Context: an optimization exercise on an open-source flow, tuned for small area and a short achievable clock period. The choices shown serve that exercise and are no tape-out recipe.
RTL that was checked went through simulation tests only; none was proved equivalent to the original.
Power and IR drop assume default switching activity.

==> run Y <==
==> flow/design.v <==
module gshare_fetch_predictor #(
    parameter int          HIST_BITS = 5,
    parameter logic [31:0] RESET_PC  = 32'h0000_0000
) (
    input  logic                 clk,
    input  logic                 Reset,
    input  logic                 PC_write,
    input  logic [31:0]          imem_inst,
    output logic [31:0]          pc_out,
    output logic [31:0]          IF_inst,
    output logic [31:0]          nextPC,
    output logic                 prediction,
    output logic [31:0]          branch_target,
    output logic [31:0]          updated_pc_IF,
    output logic [HIST_BITS-1:0] GHPT_index_IF,
    output logic [HIST_BITS-1:0] GHR_IF,
    output logic [HIST_BITS-1:0] G_BTB_index_IF,
    input  logic                 ex_valid,
    input  logic                 ex_taken,
    input  logic [31:0]          ex_target,
    input  logic [31:0]          ex_pc,
    input  logic [HIST_BITS-1:0] ex_GHPT_index,
    input  logic [HIST_BITS-1:0] ex_G_BTB_index,
    input  logic [HIST_BITS-1:0] ex_GHR,
    input  logic                 ex_mispredict,
    input  logic [31:0]          ex_correct_pc
);
    localparam int ENTRIES = 1 << HIST_BITS;
    localparam int TAG_LSB = HIST_BITS + 2;
    localparam int TAG_W   = 32 - TAG_LSB;
    logic [31:0]                     pc_q, pc_d;
    logic [HIST_BITS-1:0]            ghr_q, ghr_d;
    logic [ENTRIES-1:0][1:0]         pht_q;
    logic [ENTRIES-1:0]              btb_vld_q;
    logic [ENTRIES-1:0][TAG_W-1:0]   btb_tag_q;
    logic [ENTRIES-1:0][31:0]        btb_tgt_q;
    logic [31:2]                     npc_q, npc_d;
    logic [ENTRIES-1:0]              sel_q, sel_d;
    logic                            hit_q, hit_d;
    logic                            pred_q, pred_d;
    logic [31:0]                     tgt_q, tgt_d;    
    logic unused_ok;
    assign unused_ok = ^{ex_pc[TAG_LSB-1:0], ex_GHR[HIST_BITS-1]};
    assign nextPC         = {npc_q, pc_q[1:0]};
    assign prediction     = pred_q;
    assign branch_target  = hit_q ? tgt_q : 32'd0;
    assign updated_pc_IF  = pred_q ? tgt_q : nextPC;
    assign pc_out         = pc_q;
    assign IF_inst        = imem_inst;
    assign GHPT_index_IF  = pc_q[TAG_LSB-1:2] ^ ghr_q;
    assign GHR_IF         = ghr_q;
    assign G_BTB_index_IF = pc_q[TAG_LSB-1:2];
    logic [31:0]        cor_inc, upd_inc;
    logic [ENTRIES-1:0] cor_sel, bt_sel, seq_sel;
    assign cor_inc = ex_correct_pc + 32'd4;
    assign upd_inc = updated_pc_IF + 32'd4;
    always_comb begin
        for (int i = 0; i < ENTRIES; i++) begin
            cor_sel[i] = (ex_correct_pc[TAG_LSB-1:2] == HIST_BITS'(i));
            bt_sel[i]  = (tgt_q[TAG_LSB-1:2] == HIST_BITS'(i));
        end
        seq_sel = pred_q ? bt_sel : {sel_q[ENTRIES-2:0], sel_q[ENTRIES-1]};
    end
    always_comb begin
        pc_d  = pc_q;
        npc_d = npc_q;
        sel_d = sel_q;
        ghr_d = ghr_q;
        if (ex_valid && ex_mispredict) begin
            pc_d  = ex_correct_pc;
            npc_d = cor_inc[31:2];
            sel_d = cor_sel;
            ghr_d = {ex_GHR[HIST_BITS-2:0], ex_taken};
        end else if (PC_write) begin
            pc_d  = updated_pc_IF;
            npc_d = upd_inc[31:2];
            sel_d = seq_sel;
            if (hit_q) ghr_d = {ghr_q[HIST_BITS-2:0], pred_q};
        end
    end
    logic                 btb_wr, pht_wr;
    logic [1:0]           ex_cnt, ex_cnt_new;
    assign btb_wr = ex_valid && ex_taken;
    assign pht_wr = ex_valid;
    always_comb begin
        ex_cnt = '0;
        for (int i = 0; i < ENTRIES; i++)
            if (ex_GHPT_index == HIST_BITS'(i)) ex_cnt = pht_q[i];
        ex_cnt_new = ex_cnt;
        if (ex_taken) begin
            if (ex_cnt != 2'b11) ex_cnt_new = ex_cnt + 2'd1;
        end else if (ex_cnt != 2'b00) begin
            ex_cnt_new = ex_cnt - 2'd1;
        end
    end
    logic [HIST_BITS-1:0] nidx, npidx;
    logic [ENTRIES-1:0]   npsel;
    logic [31:0]          tgt_rd;
    logic                 ctr_rd;
    logic                 btb_byp, pht_byp;
    logic                 hit_rd, hit_ex, ctr_n;
    assign nidx  = pc_d[TAG_LSB-1:2];
    assign npidx = nidx ^ ghr_d;
    always_comb begin
        ctr_rd = 1'b0;
        for (int i = 0; i < ENTRIES; i++) begin
            npsel[i] = (npidx == HIST_BITS'(i));
            ctr_rd = ctr_rd | (npsel[i] & pht_q[i][1]);
        end
    end
    logic [TAG_W-1:0] tag_rdn;
    logic [31:0]      tgt_rdn;
    logic             vld_rdn;
    for (genvar b = 0; b < TAG_W; b++) begin : g_tag
        logic [ENTRIES-1:0] col;
        for (genvar i = 0; i < ENTRIES; i++) begin : g_e
            assign col[i] = btb_tag_q[i][b];
        end
        btb_col_rd u_rd (.sel(sel_d), .d(col), .yn(tag_rdn[b]));
    end
    for (genvar b = 0; b < 32; b++) begin : g_tgt
        logic [ENTRIES-1:0] col;
        for (genvar i = 0; i < ENTRIES; i++) begin : g_e
            assign col[i] = btb_tgt_q[i][b];
        end
        btb_col_rd u_rd (.sel(sel_d), .d(col), .yn(tgt_rdn[b]));
    end
    btb_col_rd u_vld_rd (.sel(sel_d), .d(btb_vld_q), .yn(vld_rdn));
    assign tgt_rd = ~tgt_rdn;
    tag_hit u_hit (.rdn(tag_rdn), .pc(pc_d[31:TAG_LSB]), .vldn(vld_rdn), .hit(hit_rd));
    assign btb_byp = btb_wr && (ex_G_BTB_index == nidx);
    assign pht_byp = pht_wr && (ex_GHPT_index == npidx);
    assign hit_ex  = (ex_pc[31:TAG_LSB] == pc_d[31:TAG_LSB]);
    assign hit_d   = btb_byp ? hit_ex : hit_rd;
    assign ctr_n   = pht_byp ? ex_cnt_new[1] : ctr_rd;
    assign pred_d  = hit_d && ctr_n;
    assign tgt_d   = btb_byp ? ex_target : tgt_rd;
    always_ff @(posedge clk or posedge Reset) begin
        if (Reset) begin
            pc_q   <= RESET_PC;
            npc_q  <= RESET_PC[31:2] + 30'd1;
            sel_q  <= ENTRIES'(1) << RESET_PC[TAG_LSB-1:2];
            ghr_q  <= '0;
            hit_q  <= 1'b0;
            pred_q <= 1'b0;
        end else begin
            pc_q   <= pc_d;
            npc_q  <= npc_d;
            sel_q  <= sel_d;
            ghr_q  <= ghr_d;
            hit_q  <= hit_d;
            pred_q <= pred_d;
        end
    end
    always_ff @(posedge clk) tgt_q <= tgt_d;
    always_ff @(posedge clk or posedge Reset) begin
        if (Reset) begin
            pht_q     <= {ENTRIES{2'b01}};
            btb_vld_q <= '0;
        end else begin
            for (int i = 0; i < ENTRIES; i++) begin
                if (pht_wr && ex_GHPT_index == HIST_BITS'(i)) pht_q[i] <= ex_cnt_new;
                if (btb_wr && ex_G_BTB_index == HIST_BITS'(i)) btb_vld_q[i] <= 1'b1;
            end
        end
    end
    always_ff @(posedge clk) begin
        for (int i = 0; i < ENTRIES; i++) begin
            if (btb_wr && ex_G_BTB_index == HIST_BITS'(i)) begin
                btb_tag_q[i] <= ex_pc[31:TAG_LSB];
                btb_tgt_q[i] <= ex_target;
            end
        end
    end
endmodule
module btb_col_rd (
    input  logic [31:0] sel,
    input  logic [31:0] d,
    output logic        yn
);
    logic [3:0]  g;
    for (genvar m = 0; m < 4; m++) begin : g_g
        rd8 u (.sel(sel[8*m +: 8]), .d(d[8*m +: 8]), .y(g[m]));
    end
    cell_nor4 u_o (.a(g[0]), .b(g[1]), .c(g[2]), .d(g[3]), .y(yn));
endmodule
module rd8 (
    input  logic [7:0] sel,
    input  logic [7:0] d,
    output logic       y
);
    assign y = ~(~((sel[0] & d[0]) | (sel[1] & d[1])) & ~((sel[2] & d[2]) | (sel[3] & d[3])) &
                 ~((sel[4] & d[4]) | (sel[5] & d[5])) & ~((sel[6] & d[6]) | (sel[7] & d[7])));
endmodule
module tag_hit (
    input  logic [24:0] rdn,
    input  logic [24:0] pc,
    input  logic        vldn,
    output logic        hit
);
    logic [27:0] miss;
    logic [6:0]  ok;
    logic [1:0]  bad;
    for (genvar b = 0; b < 25; b++) begin : g_x
        cell_xnor2 u (.a(rdn[b]), .b(pc[b]), .y(miss[b]));
    end
    assign miss[25] = vldn;
    assign miss[26] = 1'b0;
    assign miss[27] = 1'b0;
    for (genvar m = 0; m < 6; m++) begin : g_o
        cell_nor4 u (.a(miss[4*m]), .b(miss[4*m+1]), .c(miss[4*m+2]), .d(miss[4*m+3]), .y(ok[m]));
    end
    cell_nor2 u_o6 (.a(miss[24]), .b(miss[25]), .y(ok[6]));
    cell_nand4 u_b0 (.a(ok[0]), .b(ok[1]), .c(ok[2]), .d(ok[3]), .y(bad[0]));
    cell_nand3 u_b1 (.a(ok[4]), .b(ok[5]), .c(ok[6]), .y(bad[1]));
    cell_nor2 u_h (.a(bad[0]), .b(bad[1]), .y(hit));
endmodule
module cell_aoi22 (input logic a1, a2, b1, b2, output logic y);
    assign y = ~((a1 & a2) | (b1 & b2));
endmodule
module cell_nand4 (input logic a, b, c, d, output logic y);
    assign y = ~(a & b & c & d);
endmodule
module cell_nand3 (input logic a, b, c, output logic y);
    assign y = ~(a & b & c);
endmodule
module cell_nor4 (input logic a, b, c, d, output logic y);
    assign y = ~(a | b | c | d);
endmodule
module cell_nor2 (input logic a, b, output logic y);
    assign y = ~(a | b);
endmodule
module cell_xnor2 (input logic a, b, output logic y);
    assign y = ~(a ^ b);
endmodule
==> flow/run.sh <==
#!/bin/bash
# synth_recipe.tcl (not shown) runs the flow's synth.tcl, then flattens the netlist and writes it again
# the make line also repeats each setting of config.mk as NAME=value (left out here)
make -C /OpenROAD-flow-scripts/flow DESIGN_CONFIG=/design/flow/config.mk WORK_HOME=/design/flow/orfs CLKGATE_MAP_FILE= SYNTH_SCRIPT=/design/flow/synth_recipe.tcl finish
==> flow/config.mk <==
export PLATFORM = sky130hd
export DESIGN_NAME = gshare_fetch_predictor
export DESIGN_NICKNAME = gshare_fetch_predictor
export VERILOG_FILES = /design/flow/design.v
export SDC_FILE = /design/flow/constraint.sdc
export NUM_CORES = 4
export LEC_CHECK = 0
export CAP_MARGIN = 20
export CORE_MARGIN = 2
export CORE_UTILIZATION = 40
export SETUP_SLACK_MARGIN = 3.0
export SLEW_MARGIN = 20
export SYNTH_HIERARCHICAL = 1
==> flow/constraint.sdc <==
create_clock -name core_clock -period 6.5 [get_ports {clk}]
set_input_delay 1.3000 -clock core_clock [delete_from_list [all_inputs] [get_ports {clk}]]
set_output_delay 1.3000 -clock core_clock [all_outputs]
set_load 0.01 [all_outputs]
==> inputs of run D, as changes to run Y <==
--- a/flow/design.v
+++ b/flow/design.v
@@ -39,11 +39,13 @@
     logic                            hit_q, hit_d;
     logic                            pred_q, pred_d;
+    logic                            hit_o_q, hit_o_d;
+    logic                            pred_o_q, pred_o_d;
     logic [31:0]                     tgt_q, tgt_d;    
     logic unused_ok;
     assign unused_ok = ^{ex_pc[TAG_LSB-1:0], ex_GHR[HIST_BITS-1]};
     assign nextPC         = {npc_q, pc_q[1:0]};
-    assign prediction     = pred_q;
-    assign branch_target  = hit_q ? tgt_q : 32'd0;
-    assign updated_pc_IF  = pred_q ? tgt_q : nextPC;
+    assign prediction     = pred_o_q;
+    assign branch_target  = hit_o_q ? tgt_q : 32'd0;
+    assign updated_pc_IF  = pred_o_q ? tgt_q : nextPC;
     assign pc_out         = pc_q;
     assign IF_inst        = imem_inst;
@@ -51,29 +53,42 @@
     assign GHR_IF         = ghr_q;
     assign G_BTB_index_IF = pc_q[TAG_LSB-1:2];
-    logic [31:0]        cor_inc, upd_inc;
-    logic [ENTRIES-1:0] cor_sel, bt_sel, seq_sel;
+    logic [31:0]        cor_inc, upd_inc, tgt_inc, npc_inc;
     assign cor_inc = ex_correct_pc + 32'd4;
-    assign upd_inc = updated_pc_IF + 32'd4;
-    always_comb begin
-        for (int i = 0; i < ENTRIES; i++) begin
-            cor_sel[i] = (ex_correct_pc[TAG_LSB-1:2] == HIST_BITS'(i));
-            bt_sel[i]  = (tgt_q[TAG_LSB-1:2] == HIST_BITS'(i));
-        end
-        seq_sel = pred_q ? bt_sel : {sel_q[ENTRIES-2:0], sel_q[ENTRIES-1]};
+    assign tgt_inc = tgt_q + 32'd4;
+    assign npc_inc = nextPC + 32'd4;
+    assign upd_inc = pred_q ? tgt_inc : npc_inc;
+    logic c_cor, c_bt, c_rot, c_hold;
+    logic [3:0] cor_lo, bt_lo;
+    logic [7:0] cor_hi, bt_hi;
+    assign c_cor  = ex_valid && ex_mispredict;
+    assign c_bt   = !c_cor && PC_write && pred_q;
+    assign c_rot  = !c_cor && PC_write && !pred_q;
+    assign c_hold = !c_cor && !PC_write;
+    always_comb begin
+        for (int j = 0; j < 4; j++) begin
+            cor_lo[j] = c_cor && (ex_correct_pc[3:2] == 2'(j));
+            bt_lo[j]  = c_bt && (tgt_q[3:2] == 2'(j));
+        end
+        for (int k = 0; k < 8; k++) begin
+            cor_hi[k] = (ex_correct_pc[TAG_LSB-1:4] == 3'(k));
+            bt_hi[k]  = (tgt_q[TAG_LSB-1:4] == 3'(k));
+        end
+    end
+    for (genvar i = 0; i < ENTRIES; i++) begin : g_sel
+        sel_mux4 u (.c0(cor_lo[i % 4]), .d0(cor_hi[i / 4]), .c1(bt_lo[i % 4]), .d1(bt_hi[i / 4]),
+                    .c2(c_rot), .d2(sel_q[(i + ENTRIES - 1) % ENTRIES]), .c3(c_hold), .d3(sel_q[i]),
+                    .y(sel_d[i]));
     end
     always_comb begin
         pc_d  = pc_q;
         npc_d = npc_q;
-        sel_d = sel_q;
         ghr_d = ghr_q;
         if (ex_valid && ex_mispredict) begin
             pc_d  = ex_correct_pc;
             npc_d = cor_inc[31:2];
-            sel_d = cor_sel;
             ghr_d = {ex_GHR[HIST_BITS-2:0], ex_taken};
         end else if (PC_write) begin
             pc_d  = updated_pc_IF;
             npc_d = upd_inc[31:2];
-            sel_d = seq_sel;
             if (hit_q) ghr_d = {ghr_q[HIST_BITS-2:0], pred_q};
         end
@@ -109,7 +124,6 @@
         end
     end
-    logic [TAG_W-1:0] tag_rdn;
-    logic [31:0]      tgt_rdn;
-    logic             vld_rdn;
+    logic [TAG_W-1:0] tag_rd;
+    logic             vld_rd;
     for (genvar b = 0; b < TAG_W; b++) begin : g_tag
         logic [ENTRIES-1:0] col;
@@ -117,5 +131,5 @@
             assign col[i] = btb_tag_q[i][b];
         end
-        btb_col_rd u_rd (.sel(sel_d), .d(col), .yn(tag_rdn[b]));
+        btb_col_rd u_rd (.sel(sel_d), .d(col), .y(tag_rd[b]));
     end
     for (genvar b = 0; b < 32; b++) begin : g_tgt
@@ -124,15 +138,14 @@
             assign col[i] = btb_tgt_q[i][b];
         end
-        btb_col_rd u_rd (.sel(sel_d), .d(col), .yn(tgt_rdn[b]));
-    end
-    btb_col_rd u_vld_rd (.sel(sel_d), .d(btb_vld_q), .yn(vld_rdn));
-    assign tgt_rd = ~tgt_rdn;
-    tag_hit u_hit (.rdn(tag_rdn), .pc(pc_d[31:TAG_LSB]), .vldn(vld_rdn), .hit(hit_rd));
+        btb_col_rd u_rd (.sel(sel_d), .d(col), .y(tgt_rd[b]));
+    end
+    btb_col_rd u_vld_rd (.sel(sel_d), .d(btb_vld_q), .y(vld_rd));
+    tag_hit u_hit (.rd(tag_rd), .pc(pc_d[31:TAG_LSB]), .vld(vld_rd), .hit(hit_rd));
     assign btb_byp = btb_wr && (ex_G_BTB_index == nidx);
     assign pht_byp = pht_wr && (ex_GHPT_index == npidx);
     assign hit_ex  = (ex_pc[31:TAG_LSB] == pc_d[31:TAG_LSB]);
-    assign hit_d   = btb_byp ? hit_ex : hit_rd;
     assign ctr_n   = pht_byp ? ex_cnt_new[1] : ctr_rd;
-    assign pred_d  = hit_d && ctr_n;
+    hit_pred u_hp   (.byp(btb_byp), .hit_ex(hit_ex), .hit_rd(hit_rd), .ctr(ctr_n), .hit(hit_d), .pred(pred_d));
+    hit_pred u_hp_o (.byp(btb_byp), .hit_ex(hit_ex), .hit_rd(hit_rd), .ctr(ctr_n), .hit(hit_o_d), .pred(pred_o_d));
     assign tgt_d   = btb_byp ? ex_target : tgt_rd;
     always_ff @(posedge clk or posedge Reset) begin
@@ -142,6 +155,8 @@
             sel_q  <= ENTRIES'(1) << RESET_PC[TAG_LSB-1:2];
             ghr_q  <= '0;
-            hit_q  <= 1'b0;
-            pred_q <= 1'b0;
+            hit_q    <= 1'b0;
+            pred_q   <= 1'b0;
+            hit_o_q  <= 1'b0;
+            pred_o_q <= 1'b0;
         end else begin
             pc_q   <= pc_d;
@@ -149,6 +164,8 @@
             sel_q  <= sel_d;
             ghr_q  <= ghr_d;
-            hit_q  <= hit_d;
-            pred_q <= pred_d;
+            hit_q    <= hit_d;
+            pred_q   <= pred_d;
+            hit_o_q  <= hit_o_d;
+            pred_o_q <= pred_o_d;
         end
     end
@@ -174,14 +191,30 @@
     end
 endmodule
+module hit_pred (
+    input  logic byp, hit_ex, hit_rd, ctr,
+    output logic hit, pred
+);
+    assign hit  = byp ? hit_ex : hit_rd;
+    assign pred = hit & ctr;
+endmodule
 module btb_col_rd (
     input  logic [31:0] sel,
     input  logic [31:0] d,
-    output logic        yn
+    output logic        y
 );
     logic [3:0]  g;
+    logic [1:0]  h;
     for (genvar m = 0; m < 4; m++) begin : g_g
         rd8 u (.sel(sel[8*m +: 8]), .d(d[8*m +: 8]), .y(g[m]));
     end
-    cell_nor4 u_o (.a(g[0]), .b(g[1]), .c(g[2]), .d(g[3]), .y(yn));
+    cell_nor2 u_h0 (.a(g[0]), .b(g[1]), .y(h[0]));
+    cell_nor2 u_h1 (.a(g[2]), .b(g[3]), .y(h[1]));
+    cell_nand2 u_o (.a(h[0]), .b(h[1]), .y(y));
+endmodule
+module sel_mux4 (
+    input  logic c0, d0, c1, d1, c2, d2, c3, d3,
+    output logic y
+);
+    assign y = ~(~((c0 & d0) | (c1 & d1)) & ~((c2 & d2) | (c3 & d3)));
 endmodule
 module rd8 (
@@ -194,42 +227,40 @@
 endmodule
 module tag_hit (
-    input  logic [24:0] rdn,
+    input  logic [24:0] rd,
     input  logic [24:0] pc,
-    input  logic        vldn,
+    input  logic        vld,
     output logic        hit
 );
-    logic [27:0] miss;
-    logic [6:0]  ok;
-    logic [1:0]  bad;
+    logic [24:0] miss;
+    logic [8:0]  ok;
+    logic [2:0]  bad;
     for (genvar b = 0; b < 25; b++) begin : g_x
-        cell_xnor2 u (.a(rdn[b]), .b(pc[b]), .y(miss[b]));
-    end
-    assign miss[25] = vldn;
-    assign miss[26] = 1'b0;
-    assign miss[27] = 1'b0;
-    for (genvar m = 0; m < 6; m++) begin : g_o
-        cell_nor4 u (.a(miss[4*m]), .b(miss[4*m+1]), .c(miss[4*m+2]), .d(miss[4*m+3]), .y(ok[m]));
-    end
-    cell_nor2 u_o6 (.a(miss[24]), .b(miss[25]), .y(ok[6]));
-    cell_nand4 u_b0 (.a(ok[0]), .b(ok[1]), .c(ok[2]), .d(ok[3]), .y(bad[0]));
-    cell_nand3 u_b1 (.a(ok[4]), .b(ok[5]), .c(ok[6]), .y(bad[1]));
-    cell_nor2 u_h (.a(bad[0]), .b(bad[1]), .y(hit));
-endmodule
-module cell_aoi22 (input logic a1, a2, b1, b2, output logic y);
-    assign y = ~((a1 & a2) | (b1 & b2));
-endmodule
-module cell_nand4 (input logic a, b, c, d, output logic y);
-    assign y = ~(a & b & c & d);
+        cell_xor2 u (.a(rd[b]), .b(pc[b]), .y(miss[b]));
+    end
+    for (genvar m = 0; m < 8; m++) begin : g_o
+        cell_nor3 u (.a(miss[3*m]), .b(miss[3*m+1]), .c(miss[3*m+2]), .y(ok[m]));
+    end
+    cell_and2b u_o8 (.a_n(miss[24]), .b(vld), .y(ok[8]));
+    for (genvar m = 0; m < 3; m++) begin : g_b
+        cell_nand3 u (.a(ok[3*m]), .b(ok[3*m+1]), .c(ok[3*m+2]), .y(bad[m]));
+    end
+    cell_nor3 u_h (.a(bad[0]), .b(bad[1]), .c(bad[2]), .y(hit));
 endmodule
 module cell_nand3 (input logic a, b, c, output logic y);
     assign y = ~(a & b & c);
 endmodule
-module cell_nor4 (input logic a, b, c, d, output logic y);
-    assign y = ~(a | b | c | d);
+module cell_nor3 (input logic a, b, c, output logic y);
+    assign y = ~(a | b | c);
+endmodule
+module cell_nand2 (input logic a, b, output logic y);
+    assign y = ~(a & b);
+endmodule
+module cell_and2b (input logic a_n, b, output logic y);
+    assign y = ~a_n & b;
 endmodule
 module cell_nor2 (input logic a, b, output logic y);
     assign y = ~(a | b);
 endmodule
-module cell_xnor2 (input logic a, b, output logic y);
-    assign y = ~(a ^ b);
-endmodule
+module cell_xor2 (input logic a, b, output logic y);
+    assign y = a ^ b;
+endmodule
CTS_CLUSTER_DIAMETER = 80   (was default)
CTS_CLUSTER_SIZE = 24   (was default)
==> inputs of run K, as changes to run Y <==
--- a/flow/design.v
+++ b/flow/design.v
@@ -96,6 +96,7 @@
     logic [HIST_BITS-1:0] nidx, npidx;
     logic [ENTRIES-1:0]   npsel;
+    logic [TAG_W-1:0]     tag_rd;
     logic [31:0]          tgt_rd;
-    logic                 ctr_rd;
+    logic                 vld_rd, ctr_rd;
     logic                 btb_byp, pht_byp;
     logic                 hit_rd, hit_ex, ctr_n;
@@ -103,32 +104,19 @@
     assign npidx = nidx ^ ghr_d;
     always_comb begin
+        tag_rd = '0;
+        tgt_rd = '0;
+        vld_rd = 1'b0;
         ctr_rd = 1'b0;
         for (int i = 0; i < ENTRIES; i++) begin
             npsel[i] = (npidx == HIST_BITS'(i));
+            tag_rd = tag_rd | ({TAG_W{sel_d[i]}} & btb_tag_q[i]);
+            tgt_rd = tgt_rd | ({32{sel_d[i]}} & btb_tgt_q[i]);
+            vld_rd = vld_rd | (sel_d[i] & btb_vld_q[i]);
             ctr_rd = ctr_rd | (npsel[i] & pht_q[i][1]);
         end
     end
-    logic [TAG_W-1:0] tag_rdn;
-    logic [31:0]      tgt_rdn;
-    logic             vld_rdn;
-    for (genvar b = 0; b < TAG_W; b++) begin : g_tag
-        logic [ENTRIES-1:0] col;
-        for (genvar i = 0; i < ENTRIES; i++) begin : g_e
-            assign col[i] = btb_tag_q[i][b];
-        end
-        btb_col_rd u_rd (.sel(sel_d), .d(col), .yn(tag_rdn[b]));
-    end
-    for (genvar b = 0; b < 32; b++) begin : g_tgt
-        logic [ENTRIES-1:0] col;
-        for (genvar i = 0; i < ENTRIES; i++) begin : g_e
-            assign col[i] = btb_tgt_q[i][b];
-        end
-        btb_col_rd u_rd (.sel(sel_d), .d(col), .yn(tgt_rdn[b]));
-    end
-    btb_col_rd u_vld_rd (.sel(sel_d), .d(btb_vld_q), .yn(vld_rdn));
-    assign tgt_rd = ~tgt_rdn;
-    tag_hit u_hit (.rdn(tag_rdn), .pc(pc_d[31:TAG_LSB]), .vldn(vld_rdn), .hit(hit_rd));
     assign btb_byp = btb_wr && (ex_G_BTB_index == nidx);
     assign pht_byp = pht_wr && (ex_GHPT_index == npidx);
+    assign hit_rd  = vld_rd && (tag_rd == pc_d[31:TAG_LSB]);
     assign hit_ex  = (ex_pc[31:TAG_LSB] == pc_d[31:TAG_LSB]);
     assign hit_d   = btb_byp ? hit_ex : hit_rd;
@@ -174,62 +162,2 @@
     end
 endmodule
-module btb_col_rd (
-    input  logic [31:0] sel,
-    input  logic [31:0] d,
-    output logic        yn
-);
-    logic [3:0]  g;
-    for (genvar m = 0; m < 4; m++) begin : g_g
-        rd8 u (.sel(sel[8*m +: 8]), .d(d[8*m +: 8]), .y(g[m]));
-    end
-    cell_nor4 u_o (.a(g[0]), .b(g[1]), .c(g[2]), .d(g[3]), .y(yn));
-endmodule
-module rd8 (
-    input  logic [7:0] sel,
-    input  logic [7:0] d,
-    output logic       y
-);
-    assign y = ~(~((sel[0] & d[0]) | (sel[1] & d[1])) & ~((sel[2] & d[2]) | (sel[3] & d[3])) &
-                 ~((sel[4] & d[4]) | (sel[5] & d[5])) & ~((sel[6] & d[6]) | (sel[7] & d[7])));
-endmodule
-module tag_hit (
-    input  logic [24:0] rdn,
-    input  logic [24:0] pc,
-    input  logic        vldn,
-    output logic        hit
-);
-    logic [27:0] miss;
-    logic [6:0]  ok;
-    logic [1:0]  bad;
-    for (genvar b = 0; b < 25; b++) begin : g_x
-        cell_xnor2 u (.a(rdn[b]), .b(pc[b]), .y(miss[b]));
-    end
-    assign miss[25] = vldn;
-    assign miss[26] = 1'b0;
-    assign miss[27] = 1'b0;
-    for (genvar m = 0; m < 6; m++) begin : g_o
-        cell_nor4 u (.a(miss[4*m]), .b(miss[4*m+1]), .c(miss[4*m+2]), .d(miss[4*m+3]), .y(ok[m]));
-    end
-    cell_nor2 u_o6 (.a(miss[24]), .b(miss[25]), .y(ok[6]));
-    cell_nand4 u_b0 (.a(ok[0]), .b(ok[1]), .c(ok[2]), .d(ok[3]), .y(bad[0]));
-    cell_nand3 u_b1 (.a(ok[4]), .b(ok[5]), .c(ok[6]), .y(bad[1]));
-    cell_nor2 u_h (.a(bad[0]), .b(bad[1]), .y(hit));
-endmodule
-module cell_aoi22 (input logic a1, a2, b1, b2, output logic y);
-    assign y = ~((a1 & a2) | (b1 & b2));
-endmodule
-module cell_nand4 (input logic a, b, c, d, output logic y);
-    assign y = ~(a & b & c & d);
-endmodule
-module cell_nand3 (input logic a, b, c, output logic y);
-    assign y = ~(a & b & c);
-endmodule
-module cell_nor4 (input logic a, b, c, d, output logic y);
-    assign y = ~(a | b | c | d);
-endmodule
-module cell_nor2 (input logic a, b, output logic y);
-    assign y = ~(a | b);
-endmodule
-module cell_xnor2 (input logic a, b, output logic y);
-    assign y = ~(a ^ b);
-endmodule
SYNTH_HIERARCHICAL = default   (was 1)
==> notes <==
Of run K and run Y, run K has the higher cell area (gap about 4.6%, measured against run Y). Clock power: run K is larger than run D (about 50%). Against run Y, the die area of run D is larger by 0.27%. Against run Y, the setup slack of run K is better by 0.10 ns.
For run D and run K, only the layout was checked, not whether the RTL still works.

## re-timing with driven ports
No port has a modelled driver above. Below, the same layouts with a new extraction and two added sets of constraints. Step 1 assumes that a clkbuf_16 drives the clock port and a buf_2 every other input. Step 2 times the ports against the registers' clock, not the clock port: input delays grow and output delays shrink by t, the midpoint of the rising clock arrivals with the driver on. Slacks: ideal / step 1 / step 2; pairs: ideal / step 1.
run | shift t [ns] | setup WS [ns] | hold WS [ns] | clock arrival spread, ns | worst slew at a driven data input, ns
run Y | 0.933 | 2.338 / 2.371 / 1.464 | 0.470 / 0.470 / 0.470 | 0.033 / 0.033 | 0.16
run D | 0.873 | 2.377 / 2.425 / 1.552 | 0.476 / 0.476 / 0.476 | 0.080 / 0.081 | 0.16
run K | 0.948 | 2.443 / 2.283 / 1.335 | 0.471 / 0.471 / 0.471 | 0.086 / 0.086 | 0.41
After both steps setup and hold are still met in every run listed. The setup slack of run K, which loses most, moves by -0.160 ns with the drivers and by -1.108 ns with both steps.
